This design comes from an exercise in tuning for small area and a short achievable clock period on the open sky130 flow, not from production work.
RTL that was checked went through simulation tests only; none was proved equivalent to the original.

Setup of run a:
==> module alu19_add, before the edit <==
module alu19_add #(parameter int W = 8, parameter int ARCH = 1) (
    input  logic [W-1:0] x,
    input  logic [W-1:0] y,
    input  logic         ci,
    output logic [W-1:0] s,
    output logic         co
);
    localparam int L = (W >= 16) ? 5 : (W >= 8) ? 4 : (W >= 4) ? 3 : (W >= 2) ? 2 : 1;
    logic [W:0] g [0:L];
    logic [W:0] p [0:L];
    logic [W:0] c;
    logic [W-1:0] px;
    for (genvar i = 0; i < W; i++) begin : g_px
        assign px[i] = x[i] ? ~y[i] : y[i];
    end
    assign g[0] = {x, ci};    
    assign p[0] = {px, 1'b0};
    generate
        if (ARCH == 0) begin : g_rip
            assign c[0] = ci;
            for (genvar i = 0; i < W; i++) begin : g_b
                assign c[i+1] = p[0][i+1] ? c[i] : x[i];
            end
        end else if (ARCH == 3) begin : g_bk
            logic [W:0] bg [0:2*L-1];
            logic [W:0] bp [0:2*L-1];
            assign bg[0] = g[0];
            assign bp[0] = p[0];
            for (genvar l = 0; l < L; l++) begin : g_up
                for (genvar i = 0; i <= W; i++) begin : g_b
                    if ((i + 1) % (2 << l) == 0) begin : g_op
                        assign bg[l+1][i] = bp[l][i] ? bg[l][i - (1 << l)] : bg[l][i];
                        assign bp[l+1][i] = bp[l][i] & bp[l][i - (1 << l)];
                    end else begin : g_pass
                        assign bg[l+1][i] = bg[l][i];
                        assign bp[l+1][i] = bp[l][i];
                    end
                end
            end
            for (genvar m = 0; m < L - 1; m++) begin : g_dn
                localparam int LL = L - 2 - m;
                for (genvar i = 0; i <= W; i++) begin : g_b
                    if ((i + 1) % (2 << LL) == (1 << LL) && i >= (2 << LL)) begin : g_op
                        assign bg[L+m+1][i] = bp[L+m][i] ? bg[L+m][i - (1 << LL)] : bg[L+m][i];
                        assign bp[L+m+1][i] = bp[L+m][i] & bp[L+m][i - (1 << LL)];
                    end else begin : g_pass
                        assign bg[L+m+1][i] = bg[L+m][i];
                        assign bp[L+m+1][i] = bp[L+m][i];
                    end
                end
            end
            assign c = bg[2*L-1];
        end else begin : g_pfx
            for (genvar l = 0; l < L; l++) begin : g_lvl
                for (genvar i = 0; i <= W; i++) begin : g_b
                    if (ARCH == 1) begin : g_skl
                        if ((i >> l) & 1) begin : g_op
                            localparam int J = ((i >> l) << l) - 1;
                            assign g[l+1][i] = p[l][i] ? g[l][J] : g[l][i];
                            assign p[l+1][i] = p[l][i] & p[l][J];
                        end else begin : g_pass
                            assign g[l+1][i] = g[l][i];
                            assign p[l+1][i] = p[l][i];
                        end
                    end else begin : g_ks
                        if (i >= (1 << l)) begin : g_op
                            assign g[l+1][i] = p[l][i] ? g[l][i - (1 << l)] : g[l][i];
                            assign p[l+1][i] = p[l][i] & p[l][i - (1 << l)];
                        end else begin : g_pass
                            assign g[l+1][i] = g[l][i];
                            assign p[l+1][i] = p[l][i];
                        end
                    end
                end
            end
            assign c = g[L];
        end
    endgenerate
    for (genvar i = 0; i < W; i++) begin : g_s
        assign s[i] = c[i] ? ~px[i] : px[i];
    end
    assign co = c[W];
endmodule
==> module alu19_muldiv, before the edit <==
module alu19_muldiv #(parameter int ARCH = 3, parameter int RIPW = 0) (
    input  logic        div,   
    input  logic [18:0] a,     
    input  logic [18:0] b,     
    output logic [19:0] p,     
    output logic [18:0] q      
);
    logic [19:0] acc [0:19];
    logic [19:0] bx;           
    logic [20:0] hz;           
    assign bx = {div, b ^ {19{div}}};
    always_comb begin
        hz[20] = 1'b1;
        hz[19] = 1'b1;
        for (int n = 18; n >= 0; n--) hz[n] = hz[n+1] & ~b[n];
    end
    assign acc[19] = {1'b0, a & {19{div}}};
    genvar k;
    generate
        for (k = 18; k >= 0; k--) begin : g_row
            localparam int WD = 20 - k;
            logic [WD-1:0] x, t;
            logic          co, sel;
            assign x = acc[k+1][19:k];
            alu19_add #(.W(WD), .ARCH(WD <= RIPW ? 0 : ARCH)) u_add (
                .x(x), .y(bx[WD-1:0]), .ci(div), .s(t), .co(co));
            assign sel  = div ? (hz[WD] & co) : a[k];
            assign q[k] = sel;
            if (k > 0) begin : g_lo
                assign acc[k] = {sel ? t : x, acc[k+1][k-1:0]};
            end else begin : g_last
                assign acc[k] = sel ? t : x;
            end
        end
    endgenerate
    assign p = acc[0];
endmodule
Settings: LEC_CHECK=0, ABC_AREA=1, CAP_MARGIN=20, CORE_MARGIN=2, CORE_UTILIZATION=40, SLEW_MARGIN=20; clock period 50.0 ns.
run.sh (not shown) runs the stock make flow with config.mk's settings and CLKGATE_MAP_FILE= SYNTH_SCRIPT=/design/flow/synth_recipe.tcl, a recipe that flattens the netlist after the stock synthesis.
Run a finished every stage and its layout cleared the timing, design-rule and antenna checks.
diff inputs: run a => run b
-- flow/design.v --
<<< run a, line 18
    logic [W:0] p [0:L];
    logic [W:0] c;
    logic [W-1:0] px;
    for (genvar i = 0; i < W; i++) begin : g_px
        assign px[i] = x[i] ? ~y[i] : y[i];
    end
    assign g[0] = {x, ci};    
    assign p[0] = {px, 1'b0};
    generate
        if (ARCH == 0) begin : g_rip
            assign c[0] = ci;
            for (genvar i = 0; i < W; i++) begin : g_b
                assign c[i+1] = p[0][i+1] ? c[i] : x[i];
            end
        end else if (ARCH == 3) begin : g_bk
            logic [W:0] bg [0:2*L-1];
            logic [W:0] bp [0:2*L-1];
            assign bg[0] = g[0];
            assign bp[0] = p[0];
            for (genvar l = 0; l < L; l++) begin : g_up
                for (genvar i = 0; i <= W; i++) begin : g_b
                    if ((i + 1) % (2 << l) == 0) begin : g_op
                        assign bg[l+1][i] = bp[l][i] ? bg[l][i - (1 << l)] : bg[l][i];
                        assign bp[l+1][i] = bp[l][i] & bp[l][i - (1 << l)];
                    end else begin : g_pass
                        assign bg[l+1][i] = bg[l][i];
                        assign bp[l+1][i] = bp[l][i];
                    end
                end
            end
            for (genvar m = 0; m < L - 1; m++) begin : g_dn
                localparam int LL = L - 2 - m;
                for (genvar i = 0; i <= W; i++) begin : g_b
                    if ((i + 1) % (2 << LL) == (1 << LL) && i >= (2 << LL)) begin : g_op
                        assign bg[L+m+1][i] = bp[L+m][i] ? bg[L+m][i - (1 << LL)] : bg[L+m][i];
                        assign bp[L+m+1][i] = bp[L+m][i] & bp[L+m][i - (1 << LL)];
                    end else begin : g_pass
                        assign bg[L+m+1][i] = bg[L+m][i];
                        assign bp[L+m+1][i] = bp[L+m][i];
                    end
                end
            end
            assign c = bg[2*L-1];
        end else begin : g_pfx
            for (genvar l = 0; l < L; l++) begin : g_lvl
>>> run b, line 18
    logic [W:0] p [0:L];
    logic [W:0] c;
    assign g[0] = {x & y, ci};
    assign p[0] = {x ^ y, 1'b0};
    generate
        if (ARCH == 0) begin : g_rip
            assign c[0] = ci;
            for (genvar i = 0; i < W; i++) begin : g_b
                assign c[i+1] = g[0][i+1] | (p[0][i+1] & c[i]);
            end
        end else begin : g_pfx
            for (genvar l = 0; l < L; l++) begin : g_lvl
<<< run a, line 65
                        if ((i >> l) & 1) begin : g_op
                            localparam int J = ((i >> l) << l) - 1;
                            assign g[l+1][i] = p[l][i] ? g[l][J] : g[l][i];
                            assign p[l+1][i] = p[l][i] & p[l][J];
                        end else begin : g_pass
>>> run b, line 32
                        if ((i >> l) & 1) begin : g_op
                            localparam int J = ((i >> l) << l) - 1;
                            assign g[l+1][i] = g[l][i] | (p[l][i] & g[l][J]);
                            assign p[l+1][i] = p[l][i] & p[l][J];
                        end else begin : g_pass
<<< run a, line 73
                    end else begin : g_ks
                        if (i >= (1 << l)) begin : g_op
                            assign g[l+1][i] = p[l][i] ? g[l][i - (1 << l)] : g[l][i];
                            assign p[l+1][i] = p[l][i] & p[l][i - (1 << l)];
                        end else begin : g_pass
>>> run b, line 40
                    end else begin : g_ks
                        if (i >= (1 << l)) begin : g_op
                            assign g[l+1][i] = g[l][i] | (p[l][i] & g[l][i - (1 << l)]);
                            assign p[l+1][i] = p[l][i] & p[l][i - (1 << l)];
                        end else begin : g_pass
<<< run a, line 85
        end
    endgenerate
    for (genvar i = 0; i < W; i++) begin : g_s
        assign s[i] = c[i] ? ~px[i] : px[i];
    end
    assign co = c[W];
endmodule
module alu19_muldiv #(parameter int ARCH = 3, parameter int RIPW = 0) (
    input  logic        div,   
    input  logic [18:0] a,     
>>> run b, line 52
        end
    endgenerate
    assign s  = p[0][W:1] ^ c[W-1:0];
    assign co = c[W];
endmodule
module alu19_muldiv #(parameter int ARCH = 1, parameter int RIPW = 0) (
    input  logic        div,   
    input  logic [18:0] a,     
[summary]
Summary — aggregate routed wire length, run b relative to run a: lower, by 11000 um. Weighted congestion at the end of routability-driven global placement in run b is 2.1% lower than in run a. Maximum operating frequency ends up lower on run b. In the tables for run b and run a, via count reads lower with run b. Going from run a to run b, the synthesized instance count was found to have gone down by 960. Count of clock-buffer cells in the layout for run b: 1 up relative to run a. As far as sequential cell count goes, run a and run b are indistinguishable; the numbers are identical. Summary — number of detailed-routing iterations run before antenna repair, run b relative to run a: lower, by 3. Between run b and run a, the difference in global routing met3 resource utilization is negligible. On total nets after synthesis: run b sits below run a. Compared with run a, run b shows a required time reported for the critical path endpoint that is 20 ps higher. Diff run a -> run b: worst hold slack went down; final-stage net count -672.

The RTL this note starts from:
==> flow/design.v <==
`timescale 1ns/1ps
package alu19_pkg;
    localparam int          W       = 19;
    localparam logic [18:0] SMAX    = 19'h3FFFF;
    localparam logic [18:0] SMIN    = 19'h40000;
    localparam logic [18:0] ENC_KEY = 19'h0C6FE;
endpackage
`timescale 1ns/1ps
module alu19_add #(parameter int W = 8, parameter int ARCH = 1) (
    input  logic [W-1:0] x,
    input  logic [W-1:0] y,
    input  logic         ci,
    output logic [W-1:0] s,
    output logic         co
);
    localparam int L = (W >= 16) ? 5 : (W >= 8) ? 4 : (W >= 4) ? 3 : (W >= 2) ? 2 : 1;
    logic [W:0] g [0:L];
    logic [W:0] p [0:L];
    logic [W:0] c;
    logic [W-1:0] px;
    for (genvar i = 0; i < W; i++) begin : g_px
        assign px[i] = x[i] ? ~y[i] : y[i];
    end
    assign g[0] = {x, ci};    
    assign p[0] = {px, 1'b0};
    generate
        if (ARCH == 0) begin : g_rip
            assign c[0] = ci;
            for (genvar i = 0; i < W; i++) begin : g_b
                assign c[i+1] = p[0][i+1] ? c[i] : x[i];
            end
        end else if (ARCH == 3) begin : g_bk
            logic [W:0] bg [0:2*L-1];
            logic [W:0] bp [0:2*L-1];
            assign bg[0] = g[0];
            assign bp[0] = p[0];
            for (genvar l = 0; l < L; l++) begin : g_up
                for (genvar i = 0; i <= W; i++) begin : g_b
                    if ((i + 1) % (2 << l) == 0) begin : g_op
                        assign bg[l+1][i] = bp[l][i] ? bg[l][i - (1 << l)] : bg[l][i];
                        assign bp[l+1][i] = bp[l][i] & bp[l][i - (1 << l)];
                    end else begin : g_pass
                        assign bg[l+1][i] = bg[l][i];
                        assign bp[l+1][i] = bp[l][i];
                    end
                end
            end
            for (genvar m = 0; m < L - 1; m++) begin : g_dn
                localparam int LL = L - 2 - m;
                for (genvar i = 0; i <= W; i++) begin : g_b
                    if ((i + 1) % (2 << LL) == (1 << LL) && i >= (2 << LL)) begin : g_op
                        assign bg[L+m+1][i] = bp[L+m][i] ? bg[L+m][i - (1 << LL)] : bg[L+m][i];
                        assign bp[L+m+1][i] = bp[L+m][i] & bp[L+m][i - (1 << LL)];
                    end else begin : g_pass
                        assign bg[L+m+1][i] = bg[L+m][i];
                        assign bp[L+m+1][i] = bp[L+m][i];
                    end
                end
            end
            assign c = bg[2*L-1];
        end else begin : g_pfx
            for (genvar l = 0; l < L; l++) begin : g_lvl
                for (genvar i = 0; i <= W; i++) begin : g_b
                    if (ARCH == 1) begin : g_skl
                        if ((i >> l) & 1) begin : g_op
                            localparam int J = ((i >> l) << l) - 1;
                            assign g[l+1][i] = p[l][i] ? g[l][J] : g[l][i];
                            assign p[l+1][i] = p[l][i] & p[l][J];
                        end else begin : g_pass
                            assign g[l+1][i] = g[l][i];
                            assign p[l+1][i] = p[l][i];
                        end
                    end else begin : g_ks
                        if (i >= (1 << l)) begin : g_op
                            assign g[l+1][i] = p[l][i] ? g[l][i - (1 << l)] : g[l][i];
                            assign p[l+1][i] = p[l][i] & p[l][i - (1 << l)];
                        end else begin : g_pass
                            assign g[l+1][i] = g[l][i];
                            assign p[l+1][i] = p[l][i];
                        end
                    end
                end
            end
            assign c = g[L];
        end
    endgenerate
    for (genvar i = 0; i < W; i++) begin : g_s
        assign s[i] = c[i] ? ~px[i] : px[i];
    end
    assign co = c[W];
endmodule
module alu19_muldiv #(parameter int ARCH = 3, parameter int RIPW = 4) (
    input  logic        div,   
    input  logic [18:0] ac,    
    input  logic [18:0] a,     
    input  logic [18:0] b,     
    output logic [19:0] p,     
    output logic [18:0] q      
);
    logic        sb, iv18;
    logic [19:0] bs, bn;       
    logic [20:0] hz;           
    assign sb   = b[18];
    assign bs   = {sb, b};
    assign bn   = bs ^ {20{~sb}};
    assign iv18 = div ? ~sb : sb;
    always_comb begin
        hz[20] = 1'b1;
        hz[19] = 1'b1;
        for (int n = 18; n >= 0; n--) hz[n] = hz[n+1] & ~(b[n] ^ sb);
    end
    logic [19:0] acc [0:19];
    assign acc[19] = {1'b0, a & {19{div}}};
    genvar k;
    generate
        for (k = 18; k >= 0; k--) begin : g_row
            localparam int WD = 20 - k;
            logic [WD-1:0] x, y, t;
            logic          ci, co, sel;
            assign x = acc[k+1][19:k];
            if (k == 18) begin : g_top
                assign y  = bs[WD-1:0] ^ {WD{iv18}};
                assign ci = iv18;
            end else begin : g_rest
                assign y  = bn[WD-1:0];
                assign ci = ~sb;
            end
            alu19_add #(.W(WD), .ARCH(WD <= RIPW ? 0 : ARCH)) u_add (
                .x(x), .y(y), .ci(ci), .s(t), .co(co));
            assign sel  = div ? (hz[WD] & co) : ac[k];
            assign q[k] = sel;
            if (k > 0) begin : g_lo
                assign acc[k] = {sel ? t : x, acc[k+1][k-1:0]};
            end else begin : g_last
                assign acc[k] = sel ? t : x;
            end
        end
    endgenerate
    assign p = acc[0];
endmodule
`timescale 1ns/1ps
module alu_19bit (
    input  logic          clk,
    input  logic          rst_n,
    input  logic [18:0]   AC,
    input  logic [18:0]   DR,
    input  logic          ADD,
    input  logic          SUB,
    input  logic          MUL,
    input  logic          DIV,
    input  logic          AND,
    input  logic          OR,
    input  logic          XOR,
    input  logic          NOT,
    input  logic          INC,
    input  logic          DEC,
    input  logic          FFT,
    input  logic          ENC,
    input  logic          DNC,
    input  logic          TNF,
    output logic [18:0]   ALU_OP,
    output logic          OVF_FLAG
);
    localparam logic [18:0] SMIN    = alu19_pkg::SMIN;
    localparam logic [18:0] ENC_KEY = alu19_pkg::ENC_KEY;
    logic s_add, s_sub, s_mul, s_div, s_and, s_or, s_xor, s_not;
    logic s_inc, s_dec, s_fft, s_enc, s_dnc, s_tnf;
    logic hi4, hi8;
    assign s_add = ADD;
    assign s_sub = ~ADD & SUB;
    assign s_mul = ~ADD & ~SUB & MUL;
    assign s_div = ~ADD & ~SUB & ~MUL & DIV;
    assign hi4   = ~ADD & ~SUB & ~MUL & ~DIV;
    assign s_and = hi4 & AND;
    assign s_or  = hi4 & ~AND & OR;
    assign s_xor = hi4 & ~AND & ~OR & XOR;
    assign s_not = hi4 & ~AND & ~OR & ~XOR & NOT;
    assign hi8   = hi4 & ~AND & ~OR & ~XOR & ~NOT;
    assign s_inc = hi8 & INC;
    assign s_dec = hi8 & ~INC & DEC;
    assign s_fft = hi8 & ~INC & ~DEC & FFT;
    assign s_enc = hi8 & ~INC & ~DEC & ~FFT & ENC;
    assign s_dnc = hi8 & ~INC & ~DEC & ~FFT & ~ENC & DNC;
    assign s_tnf = hi8 & ~INC & ~DEC & ~FFT & ~ENC & ~DNC & TNF;
    logic [18:0] ax, ay, ap, as;
    logic [19:0] ac;
    assign ax    = AC ^ {19{s_tnf | s_not}};
    assign ay    = (DR & {19{s_add | s_sub | s_and | s_or | s_xor}}) ^ {19{s_sub | s_dec}};
    assign ac[0] = s_sub | s_inc | s_tnf;
    for (genvar j = 0; j < 19; j++) begin : g_add
        assign ap[j]   = ax[j] ? ~ay[j] : ay[j];
        assign as[j]   = ac[j] ? ~ap[j] : ap[j];
        assign ac[j+1] = ap[j] ? ac[j] : ax[j];
    end
    logic a_ovf;
    assign a_ovf = (ax[18] == ay[18]) && (as[18] != ax[18]);
    function automatic logic [18:0] por(input logic [18:0] x);
        por = x;
        for (int l = 0; l < 5; l++)
            for (int i = 0; i < 19; i++)
                if ((i >> l) & 1) por[i] = por[i] | por[((i >> l) << l) - 1];
    endfunction
    function automatic logic [18:0] cneg(input logic [18:0] x, input logic s);
        logic [18:0] o;
        o = por(x);
        cneg = x ^ ({o[17:0], 1'b0} & {19{s}});
    endfunction
    logic        sa, sb, sgn;
    logic [18:0] ma, mb;
    assign sa  = AC[18];
    assign sb  = DR[18];
    assign sgn = sa ^ sb;
    assign ma  = cneg(AC, sa);
    assign mb  = cneg(DR, sb);
    logic [19:0] p;
    logic [18:0] qm;
    alu19_muldiv u_md (.div(~MUL), .ac(AC), .a(ma), .b(DR), .p(p), .q(qm));
    logic [19:0] sfx;
    logic        big;
    always_comb begin
        sfx[19] = 1'b0;
        for (int n = 18; n >= 0; n--) sfx[n] = sfx[n+1] | mb[n];
        big = 1'b0;
        for (int i = 1; i < 19; i++) big = big | (ma[i] & sfx[19-i]);
    end
    logic        dz;
    logic [18:0] mr, mo, md_r;
    logic        mneg;
    assign dz   = (DR == '0);
    assign mr   = s_mul ? p[18:0] : qm;
    assign mneg = s_mul ? ~sb : (sgn & ~dz);
    assign mo   = por({mr[18:1], 1'b0});
    assign md_r = {mr[18:1] ^ ((mo[17:0] | {18{mr[0]}}) & {18{mneg}}), mr[0]};
    logic r19, pneg;
    logic mul_ovf, div_ovf;
    assign r19     = p[19] ^ (~sb & (|p[18:0]));
    assign pneg    = sgn & (|AC) & (|DR);
    assign mul_ovf = big | (pneg ? ~(r19 & md_r[18]) : (r19 | md_r[18]));
    assign div_ovf = dz | (AC == SMIN && DR == 19'h7FFFF);
    function automatic logic [18:0] bitrev(input logic [18:0] x);
        for (int i = 0; i < 19; i++) bitrev[i] = x[18-i];
    endfunction
    logic [18:0] ex;
    assign ex = AC ^ ENC_KEY;
    logic [18:0] next_op;
    logic        next_ovf;
    assign next_op =
          ({19{s_add | s_sub | s_inc | s_dec | s_tnf | s_not}} & as)
        | ({19{s_mul | s_div}} & md_r)
        | ({19{s_and}} & (ax & ~ap))
        | ({19{s_or}}  & (ax | ap))
        | ({19{s_xor}} & ap)
        | ({19{s_fft}} & bitrev(AC))
        | ({19{s_enc}} & ({AC[15:0], AC[18:16]} ^ ENC_KEY))
        | ({19{s_dnc}} & {ex[2:0], ex[18:3]});
    assign next_ovf =
          ((s_add | s_sub | s_inc | s_dec | s_tnf) & a_ovf)
        | (s_mul & mul_ovf)
        | (s_div & div_ovf);
    always_ff @(posedge clk or negedge rst_n) begin
        if (!rst_n) begin
            ALU_OP   <= '0;
            OVF_FLAG <= 1'b0;
        end else begin
            ALU_OP   <= next_op;
            OVF_FLAG <= next_ovf;
        end
    end
endmodule
Settings: LEC_CHECK=0, ABC_AREA=1, CAP_MARGIN=20, CORE_MARGIN=2, CORE_UTILIZATION=40, SLEW_MARGIN=20; clock period 50.0 ns.
Rerun with:
--- a/flow/design.v
+++ b/flow/design.v
@@ -89,7 +89,7 @@
     end
     assign co = c[W];
 endmodule
-module alu19_muldiv #(parameter int ARCH = 3, parameter int RIPW = 4) (
+module alu19_muldiv #(parameter int ARCH = 3, parameter int RIPW = 0) (
     input  logic        div,   
     input  logic [18:0] ac,    
     input  logic [18:0] a,     
@@ -97,13 +97,13 @@
     output logic [19:0] p,     
     output logic [18:0] q      
 );
-    logic        sb, iv18;
-    logic [19:0] bs, bn;       
+    logic        sb, inv, inv18;
+    logic [19:0] bs;           
     logic [20:0] hz;           
-    assign sb   = b[18];
-    assign bs   = {sb, b};
-    assign bn   = bs ^ {20{~sb}};
-    assign iv18 = div ? ~sb : sb;
+    assign sb    = b[18];
+    assign bs    = {sb, b};
+    assign inv   = div & ~sb;
+    assign inv18 = div ? ~sb : 1'b1;
     always_comb begin
         hz[20] = 1'b1;
         hz[19] = 1'b1;
@@ -115,18 +115,12 @@
     generate
         for (k = 18; k >= 0; k--) begin : g_row
             localparam int WD = 20 - k;
-            logic [WD-1:0] x, y, t;
-            logic          ci, co, sel;
-            assign x = acc[k+1][19:k];
-            if (k == 18) begin : g_top
-                assign y  = bs[WD-1:0] ^ {WD{iv18}};
-                assign ci = iv18;
-            end else begin : g_rest
-                assign y  = bn[WD-1:0];
-                assign ci = ~sb;
-            end
+            logic [WD-1:0] x, t;
+            logic          iv, co, sel;
+            assign x  = acc[k+1][19:k];
+            assign iv = (k == 18) ? inv18 : inv;
             alu19_add #(.W(WD), .ARCH(WD <= RIPW ? 0 : ARCH)) u_add (
-                .x(x), .y(y), .ci(ci), .s(t), .co(co));
+                .x(x), .y(bs[WD-1:0] ^ {WD{iv}}), .ci(iv), .s(t), .co(co));
             assign sel  = div ? (hz[WD] & co) : ac[k];
             assign q[k] = sel;
             if (k > 0) begin : g_lo
@@ -223,20 +217,18 @@
         big = 1'b0;
         for (int i = 1; i < 19; i++) big = big | (ma[i] & sfx[19-i]);
     end
-    logic        dz;
+    logic pneg, dz;
+    logic mul_ovf, div_ovf;
+    assign pneg    = sgn & (|AC) & (|DR);
+    assign mul_ovf = big | (pneg ? ~(p[19] & p[18]) : (p[19] | p[18]));
+    assign dz      = (DR == '0);
+    assign div_ovf = dz | (AC == SMIN && DR == 19'h7FFFF);
     logic [18:0] mr, mo, md_r;
     logic        mneg;
-    assign dz   = (DR == '0);
     assign mr   = s_mul ? p[18:0] : qm;
-    assign mneg = s_mul ? ~sb : (sgn & ~dz);
+    assign mneg = ~s_mul & sgn & ~dz;
     assign mo   = por({mr[18:1], 1'b0});
     assign md_r = {mr[18:1] ^ ((mo[17:0] | {18{mr[0]}}) & {18{mneg}}), mr[0]};
-    logic r19, pneg;
-    logic mul_ovf, div_ovf;
-    assign r19     = p[19] ^ (~sb & (|p[18:0]));
-    assign pneg    = sgn & (|AC) & (|DR);
-    assign mul_ovf = big | (pneg ? ~(r19 & md_r[18]) : (r19 | md_r[18]));
-    assign div_ovf = dz | (AC == SMIN && DR == 19'h7FFFF);
     function automatic logic [18:0] bitrev(input logic [18:0] x);
         for (int i = 0; i < 19; i++) bitrev[i] = x[18-i];
     endfunction
After rerunning:
- final area fell by 5.3%
- critical path depth fell by 16
- via count rose by 3.3%
- non-clock buffer count fell by 3
For the first run of this note, only the layout was checked, not whether the RTL still works.

afterwards: timing with drivers on the ports:
The flow's constraints put no driver on any port. The routed layouts listed below were extracted and timed again, unchanged, in two steps. Step 1: set_driving_cell puts a clkbuf_16 on clk and a buf_2 on each other input, an assumption about the parent block. Step 2 adds t to the input delays and takes it off the output delays; t is the mean of the earliest and latest rising clock arrival at the registers after step 1. Input paths then give back, and output paths get back, about the clock's delay inside the block. a / b / c = ideal ports / drivers / drivers and shift; a / b = the first two.
run | shift t [ns] | setup slack, ns | clock arrival spread, ns | cell pins on the clock port's net
run a | 0.281 | 11.949 / 11.958 / 11.677 | 0.004 / 0.003 | 1
run b | 0.270 | 3.434 / 3.437 / 3.167 | 0.001 / 0.002 | 1
the first run of note 2 | 0.279 | 11.475 / 11.481 / 11.202 | 0.004 / 0.004 | 1
the second run of note 2 | 0.273 | 12.273 / 12.274 / 12.001 | 0.004 / 0.004 | 1
After both steps every run listed still meets setup and hold. For the first run of note 2, which loses most, drivers alone change the setup slack by +0.006 ns; drivers and shift together by -0.273 ns.
